What follows belongs to an exercise in optimizing a design on an open flow for small area, a short achievable clock period and few clock cycles per item; a production flow would make more cautious choices.
Function was checked by simulation only, so behaviour that the tests miss may differ from the original.
Power figures rest on the tool's default switching activity, not on a simulated workload.

===== design/flow/run.sh =====
#!/bin/bash
# synth_recipe.tcl (not shown) runs the flow's synth.tcl, then flattens the netlist and writes it again
# the make line also repeats each setting of config.mk as NAME=value (left out here)
make -C /OpenROAD-flow-scripts/flow DESIGN_CONFIG=/design/flow/config.mk WORK_HOME=/design/flow/orfs CLKGATE_MAP_FILE= SYNTH_SCRIPT=/design/flow/synth_recipe.tcl finish

===== design/flow/config.mk =====
export PLATFORM = sky130hd
export DESIGN_NAME = line_follow_steering_core
export DESIGN_NICKNAME = line_follow_steering_core
export VERILOG_FILES = /design/flow/design.v
export SDC_FILE = /design/flow/constraint.sdc
export NUM_CORES = 4
export LEC_CHECK = 0
export CAP_MARGIN = 20
export CORE_MARGIN = 2
export CORE_UTILIZATION = 40
export SLEW_MARGIN = 20

===== design/flow/constraint.sdc =====
create_clock -name core_clock -period 11.0 [get_ports {clock}]
set_input_delay 2.2000 -clock core_clock [delete_from_list [all_inputs] [get_ports {clock}]]
set_output_delay 2.2000 -clock core_clock [all_outputs]
set_load 0.01 [all_outputs]

===== design/flow/design.v =====
`timescale 1ns / 1ps
package lfs_pkg;
   localparam int CSR_IDX_W = 3;
   localparam int CSR_W     = 16;
   localparam logic [CSR_IDX_W-1:0] CSR_MODE        = 3'd0;
   localparam logic [CSR_IDX_W-1:0] CSR_BASE_SPEED  = 3'd1;
   localparam logic [CSR_IDX_W-1:0] CSR_SHARP_GAIN  = 3'd2;
   localparam logic [CSR_IDX_W-1:0] CSR_SMOOTH_GAIN = 3'd3;
   localparam logic [CSR_IDX_W-1:0] CSR_PROP_GAIN   = 3'd4;
   localparam logic [CSR_IDX_W-1:0] CSR_DERIV_GAIN  = 3'd5;
   typedef enum logic [1:0] {
      MODE_DIG3 = 2'd0,
      MODE_DIG2 = 2'd1,
      MODE_PD   = 2'd2,
      MODE_ONE  = 2'd3
   } mode_type;
   localparam int LEVEL_W = 10;
   localparam int ERR_W   = 11;
   localparam int DIFF_W  = 12;
   localparam int GAIN_W  = 16;
   localparam int PROP_W  = GAIN_W + ERR_W;
   localparam int DER_W   = GAIN_W + DIFF_W;
   localparam int ACC_W   = 28;
   localparam int SPD_W   = ACC_W - 8;
   localparam int OFF_W   = 13;
   localparam int AMT_W   = 12;
   typedef struct packed {
      logic [2:0]         line_bits;
      logic [LEVEL_W-1:0] left_level;
      logic [LEVEL_W-1:0] right_level;
   } req_word_type;
   typedef struct packed {
      logic       left_forward;
      logic [7:0] left_duty;
      logic       right_forward;
      logic [7:0] right_duty;
   } rsp_word_type;
   typedef struct packed {
      mode_type                  mode;
      logic [7:0]                base_speed;
      logic [3:0]                sharp_gain;
      logic [3:0]                smooth_gain;
      logic signed [GAIN_W-1:0]  prop_gain;
      logic signed [GAIN_W-1:0]  deriv_gain;
   } cfg_type;
   typedef struct packed {
      logic                     pd;
      logic signed [OFF_W-1:0]  offset;
      logic signed [ERR_W-1:0]  err;
      logic signed [DIFF_W-1:0] diff;
   } front_word_type;
   typedef struct packed {
      logic                     pd;
      logic signed [OFF_W-1:0]  offset;
      logic signed [PROP_W-1:0] prop_term;
      logic signed [DER_W-1:0]  deriv_term;
   } mult_word_type;
endpackage
`timescale 1ns / 1ps
module lfs_csr (
   input  logic                          clock,
   input  logic                          reset,
   input  logic                          csr_write_en,
   input  logic [lfs_pkg::CSR_IDX_W-1:0] csr_index,
   input  logic [lfs_pkg::CSR_W-1:0]     csr_data,
   output lfs_pkg::cfg_type              cfg
);
   lfs_pkg::cfg_type cfg_ff;
   lfs_pkg::cfg_type cfg_in;
   always_comb begin
      cfg_in = cfg_ff;
      if (csr_write_en) begin
         case (csr_index)
            lfs_pkg::CSR_MODE:        cfg_in.mode = lfs_pkg::mode_type'(csr_data[1:0]);
            lfs_pkg::CSR_BASE_SPEED:  cfg_in.base_speed = csr_data[7:0];
            lfs_pkg::CSR_SHARP_GAIN:  cfg_in.sharp_gain = csr_data[3:0];
            lfs_pkg::CSR_SMOOTH_GAIN: cfg_in.smooth_gain = csr_data[3:0];
            lfs_pkg::CSR_PROP_GAIN:   cfg_in.prop_gain = $signed(csr_data);
            lfs_pkg::CSR_DERIV_GAIN:  cfg_in.deriv_gain = $signed(csr_data);
            default: ;
         endcase
      end
   end
   always_ff @(posedge clock) begin
      if (reset) begin
         cfg_ff.mode        <= lfs_pkg::MODE_DIG3;
         cfg_ff.base_speed  <= 8'd120;
         cfg_ff.sharp_gain  <= 4'd1;
         cfg_ff.smooth_gain <= 4'd1;
         cfg_ff.prop_gain   <= '0;
         cfg_ff.deriv_gain  <= '0;
      end else begin
         cfg_ff <= cfg_in;
      end
   end
   assign cfg = cfg_ff;
endmodule
`timescale 1ns / 1ps
module lfs_front (
   input  logic                    clock,
   input  logic                    reset,
   input  lfs_pkg::cfg_type        cfg,
   input  logic                    in_valid,
   output logic                    in_stall,
   input  lfs_pkg::req_word_type   in_word,
   output logic                    out_valid,
   input  logic                    out_stall,
   output lfs_pkg::front_word_type out_word
);
   localparam int AMT_W_L = lfs_pkg::AMT_W;
   localparam int DIFF_W_L = lfs_pkg::DIFF_W;
   localparam logic [2:0] PAT_RIGHT     = 3'b001;
   localparam logic [2:0] PAT_RIGHT_CTR = 3'b011;
   localparam logic [2:0] PAT_LEFT      = 3'b100;
   localparam logic [2:0] PAT_SPLIT     = 3'b101;
   localparam logic [2:0] PAT_LEFT_CTR  = 3'b110;
   localparam logic [1:0] PAT2_RIGHT    = 2'b01;
   localparam logic [1:0] PAT2_LEFT     = 2'b10;
   localparam logic [7:0] SHARP_STEP  = 8'd160;
   localparam logic [7:0] SMOOTH_STEP = 8'd70;
   localparam logic [lfs_pkg::LEVEL_W-1:0] ONE_LOW  = 10'd400;
   localparam logic [lfs_pkg::LEVEL_W-1:0] ONE_HIGH = 10'd800;
   localparam logic signed [lfs_pkg::OFF_W-1:0] ONE_STEER = 13'sd100;
   logic                                  valid_ff;
   logic                                  valid_in;
   lfs_pkg::front_word_type               word_ff;
   lfs_pkg::front_word_type               word_in;
   logic signed [lfs_pkg::ERR_W-1:0]      prev_ff;
   logic signed [lfs_pkg::ERR_W-1:0]      prev_in;
   logic                                  hold;
   logic                                  accept;
   logic                                  emit;
   logic [lfs_pkg::AMT_W-1:0]             sharp_amt;
   logic [lfs_pkg::AMT_W-1:0]             smooth_amt;
   logic signed [lfs_pkg::OFF_W-1:0]      sharp_off;
   logic signed [lfs_pkg::OFF_W-1:0]      smooth_off;
   assign hold     = valid_ff && out_stall;
   assign accept   = in_valid && !hold;
   assign in_stall = hold;
   assign sharp_amt  = AMT_W_L'(cfg.sharp_gain) * AMT_W_L'(SHARP_STEP);
   assign smooth_amt = AMT_W_L'(cfg.smooth_gain) * AMT_W_L'(SMOOTH_STEP);
   assign sharp_off  = $signed({1'b0, sharp_amt});
   assign smooth_off = $signed({1'b0, smooth_amt});
   always_comb begin
      emit           = 1'b1;
      word_in.pd     = 1'b0;
      word_in.offset = '0;
      word_in.err    = $signed({1'b0, in_word.left_level})
                       - $signed({1'b0, in_word.right_level});
      word_in.diff   = DIFF_W_L'(word_in.err) - DIFF_W_L'(prev_ff);
      case (cfg.mode)
         lfs_pkg::MODE_DIG3: begin
            case (in_word.line_bits)
               PAT_RIGHT:     word_in.offset = sharp_off;
               PAT_RIGHT_CTR: word_in.offset = smooth_off;
               PAT_LEFT:      word_in.offset = -sharp_off;
               PAT_LEFT_CTR:  word_in.offset = -smooth_off;
               PAT_SPLIT:     emit = 1'b0;
               default:       word_in.offset = '0;
            endcase
         end
         lfs_pkg::MODE_DIG2: begin
            case (in_word.line_bits[1:0])
               PAT2_RIGHT: word_in.offset = sharp_off;
               PAT2_LEFT:  word_in.offset = -sharp_off;
               default:    word_in.offset = '0;
            endcase
         end
         lfs_pkg::MODE_PD: begin
            word_in.pd = 1'b1;
         end
         default: begin
            if (in_word.left_level == '0) begin
               emit = 1'b0;
            end else if (in_word.left_level <= ONE_LOW) begin
               word_in.offset = -ONE_STEER;
            end else if (in_word.left_level < ONE_HIGH) begin
               word_in.offset = '0;
            end else begin
               word_in.offset = ONE_STEER;
            end
         end
      endcase
   end
   assign valid_in = hold ? valid_ff : (in_valid && emit);
   assign prev_in  = (accept && word_in.pd) ? word_in.err : prev_ff;
   always_ff @(posedge clock) begin
      if (reset) begin
         valid_ff <= 1'b0;
         prev_ff  <= '0;
      end else begin
         valid_ff <= valid_in;
         prev_ff  <= prev_in;
      end
   end
   always_ff @(posedge clock) begin
      if (accept) begin
         word_ff <= word_in;
      end
   end
   assign out_valid = valid_ff;
   assign out_word  = word_ff;
endmodule
`timescale 1ns / 1ps
module lfs_mult (
   input  logic                    clock,
   input  logic                    reset,
   input  lfs_pkg::cfg_type        cfg,
   input  logic                    in_valid,
   output logic                    in_stall,
   input  lfs_pkg::front_word_type in_word,
   output logic                    out_valid,
   input  logic                    out_stall,
   output lfs_pkg::mult_word_type  out_word
);
   localparam int PROP_W_L = lfs_pkg::PROP_W;
   localparam int DER_W_L = lfs_pkg::DER_W;
   logic                   valid_ff;
   logic                   valid_in;
   lfs_pkg::mult_word_type word_ff;
   lfs_pkg::mult_word_type word_in;
   logic                   hold;
   logic                   accept;
   assign hold     = valid_ff && out_stall;
   assign accept   = in_valid && !hold;
   assign in_stall = hold;
   always_comb begin
      word_in.pd         = in_word.pd;
      word_in.offset     = in_word.offset;
      word_in.prop_term  = PROP_W_L'(cfg.prop_gain) * PROP_W_L'(in_word.err);
      word_in.deriv_term = DER_W_L'(cfg.deriv_gain) * DER_W_L'(in_word.diff);
   end
   assign valid_in = hold ? valid_ff : in_valid;
   always_ff @(posedge clock) begin
      if (reset) begin
         valid_ff <= 1'b0;
      end else begin
         valid_ff <= valid_in;
      end
   end
   always_ff @(posedge clock) begin
      if (accept) begin
         word_ff <= word_in;
      end
   end
   assign out_valid = valid_ff;
   assign out_word  = word_ff;
endmodule
`timescale 1ns / 1ps
module lfs_drive (
   input  logic                   clock,
   input  logic                   reset,
   input  lfs_pkg::cfg_type       cfg,
   input  logic                   in_valid,
   output logic                   in_stall,
   input  lfs_pkg::mult_word_type in_word,
   output logic                   out_valid,
   input  logic                   out_stall,
   output lfs_pkg::rsp_word_type  out_word
);
   localparam int ACC_W_L = lfs_pkg::ACC_W;
   localparam int SPD_W_L = lfs_pkg::SPD_W;
   typedef struct packed {
      logic       forward;
      logic [7:0] duty;
   } motor_type;
   function automatic logic signed [lfs_pkg::SPD_W-1:0] trunc_div256(
      input logic signed [lfs_pkg::ACC_W-1:0] x
   );
      logic signed [lfs_pkg::ACC_W-1:0] adj;
      adj = x + (x[lfs_pkg::ACC_W-1] ? 28'sd255 : '0);
      trunc_div256 = adj[lfs_pkg::ACC_W-1:8];
   endfunction
   function automatic motor_type motor_drive(input logic signed [lfs_pkg::SPD_W-1:0] speed);
      motor_type                 m;
      logic [lfs_pkg::SPD_W-1:0] mag;
      mag       = speed[lfs_pkg::SPD_W-1] ? -speed : speed;
      m.forward = !speed[lfs_pkg::SPD_W-1] && (speed != '0);
      m.duty    = (mag > 20'd255) ? 8'hFF : mag[7:0];
      motor_drive = m;
   endfunction
   logic                                valid_ff;
   logic                                valid_in;
   lfs_pkg::rsp_word_type               word_ff;
   lfs_pkg::rsp_word_type               word_in;
   logic                                hold;
   logic                                accept;
   logic signed [lfs_pkg::ACC_W-1:0]    steer;
   logic signed [lfs_pkg::ACC_W-1:0]    base_acc;
   logic signed [lfs_pkg::SPD_W-1:0]    base_spd;
   logic signed [lfs_pkg::SPD_W-1:0]    left_speed;
   logic signed [lfs_pkg::SPD_W-1:0]    right_speed;
   motor_type                           left_motor;
   motor_type                           right_motor;
   assign hold     = valid_ff && out_stall;
   assign accept   = in_valid && !hold;
   assign in_stall = hold;
   assign steer    = ACC_W_L'(in_word.prop_term) + ACC_W_L'(in_word.deriv_term);
   assign base_acc = ACC_W_L'($signed({1'b0, cfg.base_speed, 8'h00}));
   assign base_spd = SPD_W_L'($signed({1'b0, cfg.base_speed}));
   always_comb begin
      if (in_word.pd) begin
         left_speed  = trunc_div256(base_acc + steer);
         right_speed = trunc_div256(base_acc - steer);
      end else begin
         left_speed  = base_spd + SPD_W_L'(in_word.offset);
         right_speed = base_spd - SPD_W_L'(in_word.offset);
      end
      left_motor             = motor_drive(left_speed);
      right_motor            = motor_drive(right_speed);
      word_in.left_forward   = left_motor.forward;
      word_in.left_duty      = left_motor.duty;
      word_in.right_forward  = right_motor.forward;
      word_in.right_duty     = right_motor.duty;
   end
   assign valid_in = hold ? valid_ff : in_valid;
   always_ff @(posedge clock) begin
      if (reset) begin
         valid_ff <= 1'b0;
      end else begin
         valid_ff <= valid_in;
      end
   end
   always_ff @(posedge clock) begin
      if (accept) begin
         word_ff <= word_in;
      end
   end
   assign out_valid = valid_ff;
   assign out_word  = word_ff;
endmodule
`timescale 1ns / 1ps
module line_follow_steering_core (
   input  logic                          clock,
   input  logic                          reset,
   input  logic                          req_valid,
   output logic                          req_stall,
   input  logic [22:0]                   req_word,
   output logic                          rsp_valid,
   input  logic                          rsp_stall,
   output logic [17:0]                   rsp_word,
   input  logic                          csr_write_en,
   input  logic [lfs_pkg::CSR_IDX_W-1:0] csr_index,
   input  logic [lfs_pkg::CSR_W-1:0]     csr_data
);
   lfs_pkg::cfg_type        cfg;
   logic                    front_valid;
   logic                    front_stall;
   lfs_pkg::front_word_type front_word;
   logic                    mult_valid;
   logic                    mult_stall;
   lfs_pkg::mult_word_type  mult_word;
   lfs_pkg::req_word_type   req_word_s;
   lfs_pkg::rsp_word_type   rsp_word_s;
   assign req_word_s = lfs_pkg::req_word_type'(req_word);
   assign rsp_word   = 18'(rsp_word_s);
   lfs_csr u_csr (
      .clock        (clock),
      .reset        (reset),
      .csr_write_en (csr_write_en),
      .csr_index    (csr_index),
      .csr_data     (csr_data),
      .cfg          (cfg)
   );
   lfs_front u_front (
      .clock     (clock),
      .reset     (reset),
      .cfg       (cfg),
      .in_valid  (req_valid),
      .in_stall  (req_stall),
      .in_word   (req_word_s),
      .out_valid (front_valid),
      .out_stall (front_stall),
      .out_word  (front_word)
   );
   lfs_mult u_mult (
      .clock     (clock),
      .reset     (reset),
      .cfg       (cfg),
      .in_valid  (front_valid),
      .in_stall  (front_stall),
      .in_word   (front_word),
      .out_valid (mult_valid),
      .out_stall (mult_stall),
      .out_word  (mult_word)
   );
   lfs_drive u_drive (
      .clock     (clock),
      .reset     (reset),
      .cfg       (cfg),
      .in_valid  (mult_valid),
      .in_stall  (mult_stall),
      .in_word   (mult_word),
      .out_valid (rsp_valid),
      .out_stall (rsp_stall),
      .out_word  (rsp_word_s)
   );
endmodule

==> summary.txt <==
critical path startpoint category=flop; FMAX=100.5 MHz; critical setup path kind=flop to flop; routed length per placed instance=18.14 um; post-synthesis instance area=28610 um^2; Die X-Extent=271.5 um; multi-input gate area in the final layout=21400 um^2; reported max-cap violation count=0; IO Pins=67; flip-flop and latch area=4945 um^2; Die ar.=73690 um^2; Gates resized, CTS repair=0; count of hold buffers inserted by post-cts repair=0; area added between synthesis and finish=7.757%; class of the most critical hold timing path=flop to flop; number of nets in the finished design=3946; cell with the largest stage delay on the worst path=xnor2_1; clock sink total=186; transition at the pin with the smallest max-transition slack=0.9479 ns; Core Area=71120 um^2; critical path's largest stage delay=0.75 ns; worst setup slack before clock tree synthesis=1.203 ns; share of async-settable or async-resettable flops after synthesis=0; standby leakage power=13.42 nW; Design Power=4.245 mW; level count of the clock H-tree=4; share of the synthesized area in the top cell type=0.2421; Hold Violations, Final=0; Slew HR=0.3622; post-route DRC violation count=0; number of pins with negative max-slew slack in the final report=0; Worst VDD drop=0.1090 mV; number of nets still failing antenna checks after routing=0; routed wire length=77710 um; initial detailed-routing violation count=1783; via-per-instance ratio=5.378; count of buffers from port buffering=66; setup tns final=0 ns; clock tree from TritonCTS=built; average size of a mapped cell=8.590 um^2; Post-Syn Instances=3331; number of buffers created by CTS=17; hold depth=0; worst-case clock buffer depth=2; fraction of the cycle the final worst path needs=0.9048; critical path data arrival time=10.16 ns; CTS Root Cell=clkbuf_16; Synth area leaders=fa_1, edfxtp_1, ha_1; flop-to-flop setup slack=1.05 ns; required time reported for the critical path endpoint=11.20 ns; starting density of the core=0.4023; hold path startpoint=u_front.word_ff[26]; pin count of the biggest net entering global routing=69; final setup violation count=0; GRT Total Usage=0.2162; number of flops mapped to enable cells by yosys=122; Synth warnings=4; wire length of the first global-routing pass=126300 um; final estimated routing congestion in global placement=0.9177; share of cells above drive strength 1=0.03689; first-pass iteration count of the detailed router=8; clock period minus worst slack=9.953 ns; number of antenna violations at the first check in global routing=1; beginning of the worst register-to-register path=u_mult.word_ff[0]; worst reg2reg path depth=36; Worst setup EP type=flop; post-CTS setup buffers=0; Via Count=23040; DP Wirelength=63390 um; Netlist cell types=100; CTS clk-pin slew, worst paths=0.08 ns; Skew-Pair Late Insertion Delay=0.47 ns; post-synthesis cell type with the largest combined area=fa_1; vias in the first global route=22840; total global routing overflow=0; sequential element share of the synthesized area=0.1728; Die H=271.5 um; post-route setup slack=1.047 ns; number of filler instances in the final layout=7120; Synth Net Count=3956; worst reg2reg endpoint=u_drive.word_ff[10]; setup repair after global routing missed its margin=no; number of placement rows=98; Yosys reg bits=186; flip-flop cell with the highest count after synthesis=edfxtp_1; most used cell, CP=nand2_1; Post-Route Skew=0.01242 ns; PD cells=137.7 nW/um^2; run status=finished clean; endpoint of the worst hold path=u_mult.word_ff[58]; top fanout value on the critical path=10
## sequential cells by signal, summed over array words and instances (netlist names)
signal,cells
u_mult.valid_ff,1
u_csr.cfg_ff,50
u_drive.word_ff,18
u_front.word_ff,36
u_front.valid_ff,1
u_mult.word_ff,68
u_drive.valid_ff,1
u_front.prev_ff,11
## final cells by class
cell class	instances	share of cell area
antenna	1	0.00008116
clock buffer	19	0.01473
clock inverter	13	0.005438
inverter	482	0.05868
multi-input combinational	2540	0.6941
sequential	186	0.1604
tap	950	0.03855
timing repair buffer	94	0.02808
## synthesized netlist by cell type, types with 6 or more instances
master / number
a31o_2: 6
nor2_1: 183
o41ai_1: 6
nor2b_1: 30
o31ai_1: 15
or3_1: 19
o221ai_1: 7
xor2_1: 52
xnor2_1: 128
edfxtp_1: 122
a21o_1: 29
a41oi_1: 8
a211oi_1: 33
a21oi_1: 178
ha_1: 232
nand2_1: 431
nand3b_1: 10
nor3_1: 66
o21ai_1: 9
a41o_1: 7
buf_2: 12
and2_1: 174
nand4_1: 20
fa_1: 346
mux2i_1: 16
a22oi_1: 10
o21a_1: 17
nand3_1: 50
and3_1: 20
clkbuf_1: 108
nand2b_1: 56
or2_2: 12
and4_1: 8
a31oi_1: 20
inv_1: 481
or4_1: 8
a211o_1: 9
nor4_1: 18
a21boi_0: 15
o21bai_1: 21
nor3b_1: 7
o21ai_0: 125
o211ai_1: 16
dfxtp_1: 64
## critical path, delay by kind of cell (launching register included)
family	cells	cell delay [ns]
AOI/OAI and AO/OA	9	1.99
adders and majority gates	5	1.65
DFF	1	0.38
and+or+nand+nor	19	4.59
xor gates and xnor gates	3	1.07
## how the worst max path moves through the flow
stage                            from                   to  slack, ns  cells past startpoint
finish              u_mult.word_ff[0]  u_drive.word_ff[10]       1.05                     36
global route        u_mult.word_ff[0]  u_drive.word_ff[14]       0.41                     36
CTS                 u_mult.word_ff[0]  u_drive.word_ff[10]       1.15                     36
detailed placement  u_mult.word_ff[0]  u_drive.word_ff[14]       1.20                     36
global placement    u_mult.word_ff[0]   u_drive.word_ff[9]       1.22                     36
floorplan           u_mult.word_ff[0]  u_drive.word_ff[15]       2.28                     38
## through the flow
step                      cell area, um^2  cells  hold WS (ns)  utilization
after CTS                           30810   4284        0.4230       0.4333
after floorplan                     28610   3331        0.4003            -
after global routing                30830   4284        0.4342       0.4335
final                               30830   4285        0.4236       0.4336
after detailed placement            30190   4252        0.4045       0.4245
after global placement              30190   4252        0.4047       0.4245
## metal layers
| metal | share of wire | track usage | vias to the layer above |
|---|---|---|---|
| met5 | 0 | 0 | - |
| met4 | 0.034 | 0.07345 | 0 |
| met3 | 0.057 | 0.03176 | 103 |
| met2 | 0.44 | 0.3384 | 657 |
| met1 | 0.47 | 0.3056 | 11230 |
| li1 | - | - | 11060 |
## where the power goes
group / switching (mW) / internal, mW / leakage [nW]
logic: 1.71 / 0.963 / 11.5
registers: 0.0829 / 0.830 / 1.65
clock network: 0.318 / 0.342 / 0.304
## layout by cell type, fill, tap and decap left out, drive strengths merged, types with 9 or more instances in the layout
| cell | instances |
|---|---|
| a21o | 31 |
| o21ai | 134 |
| or4 | 11 |
| nor3 | 69 |
| nor2 | 183 |
| a21boi | 15 |
| xor2 | 52 |
| edfxtp | 122 |
| inv | 489 |
| mux2i | 16 |
| a211oi | 36 |
| or2 | 15 |
| ha | 232 |
| dfxtp | 64 |
| a31oi | 21 |
| o21a | 17 |
| nand4 | 21 |
| fa | 346 |
| o21bai | 21 |
| a21oi | 181 |
| a22oi | 10 |
| nor2b | 30 |
| nand3 | 51 |
| xnor2 | 128 |
| and3 | 20 |
| a211o | 9 |
| o211ai | 16 |
| nand2b | 56 |
| nor4 | 18 |
| o31ai | 15 |
| or3 | 19 |
| nand2 | 431 |
| nand3b | 11 |
| buf | 29 |
| and2 | 175 |
| clkdlybuf4s50 | 65 |
| clkbuf | 19 |
## kinds of logic (layout without fill, tap and decap cells)
group,Yosys count,count (layout),share of synthesized area
fa+ha+maj,578,578,0.3435
compound gates,617,617,0.1438
simple gates,1145,1145,0.1973
mux,20,20,0.007171
buf+inv,605,608,0.08028
xor+xnor,180,180,0.05510
other cells,0,1,0
flops,186,186,0.1728
Testbench counts, summed over its fixed seeds: cycles 19,776, items 19,200.

[afterwards: timing with drivers on the ports]
Ports are ideal in the flow. The routed layout listed here was re-timed in OpenROAD.
Step 1: set_driving_cell puts a clkbuf_16 on clock and a buf_2 on each other input, an assumption about the parent block.
Step 2 times the ports against the registers' clock, not the clock port: input delays grow and output delays shrink by t, the midpoint of the rising clock arrivals with the driver on.
Three values: ideal, step 1, step 2; two values: the first two.
shift t [ns]: 0.522
setup slack, ns: 1.047 / 1.047 / 1.047
worst hold slack (ns): 0.424 / 0.424 / 0.424
worst setup path after step 2: register to register
worst register clock-pin slew, ns: 0.08 / 0.08
After both steps this run still meets setup and hold. For this run, drivers alone change the setup slack by 0.000 ns; drivers and shift together by 0.000 ns.
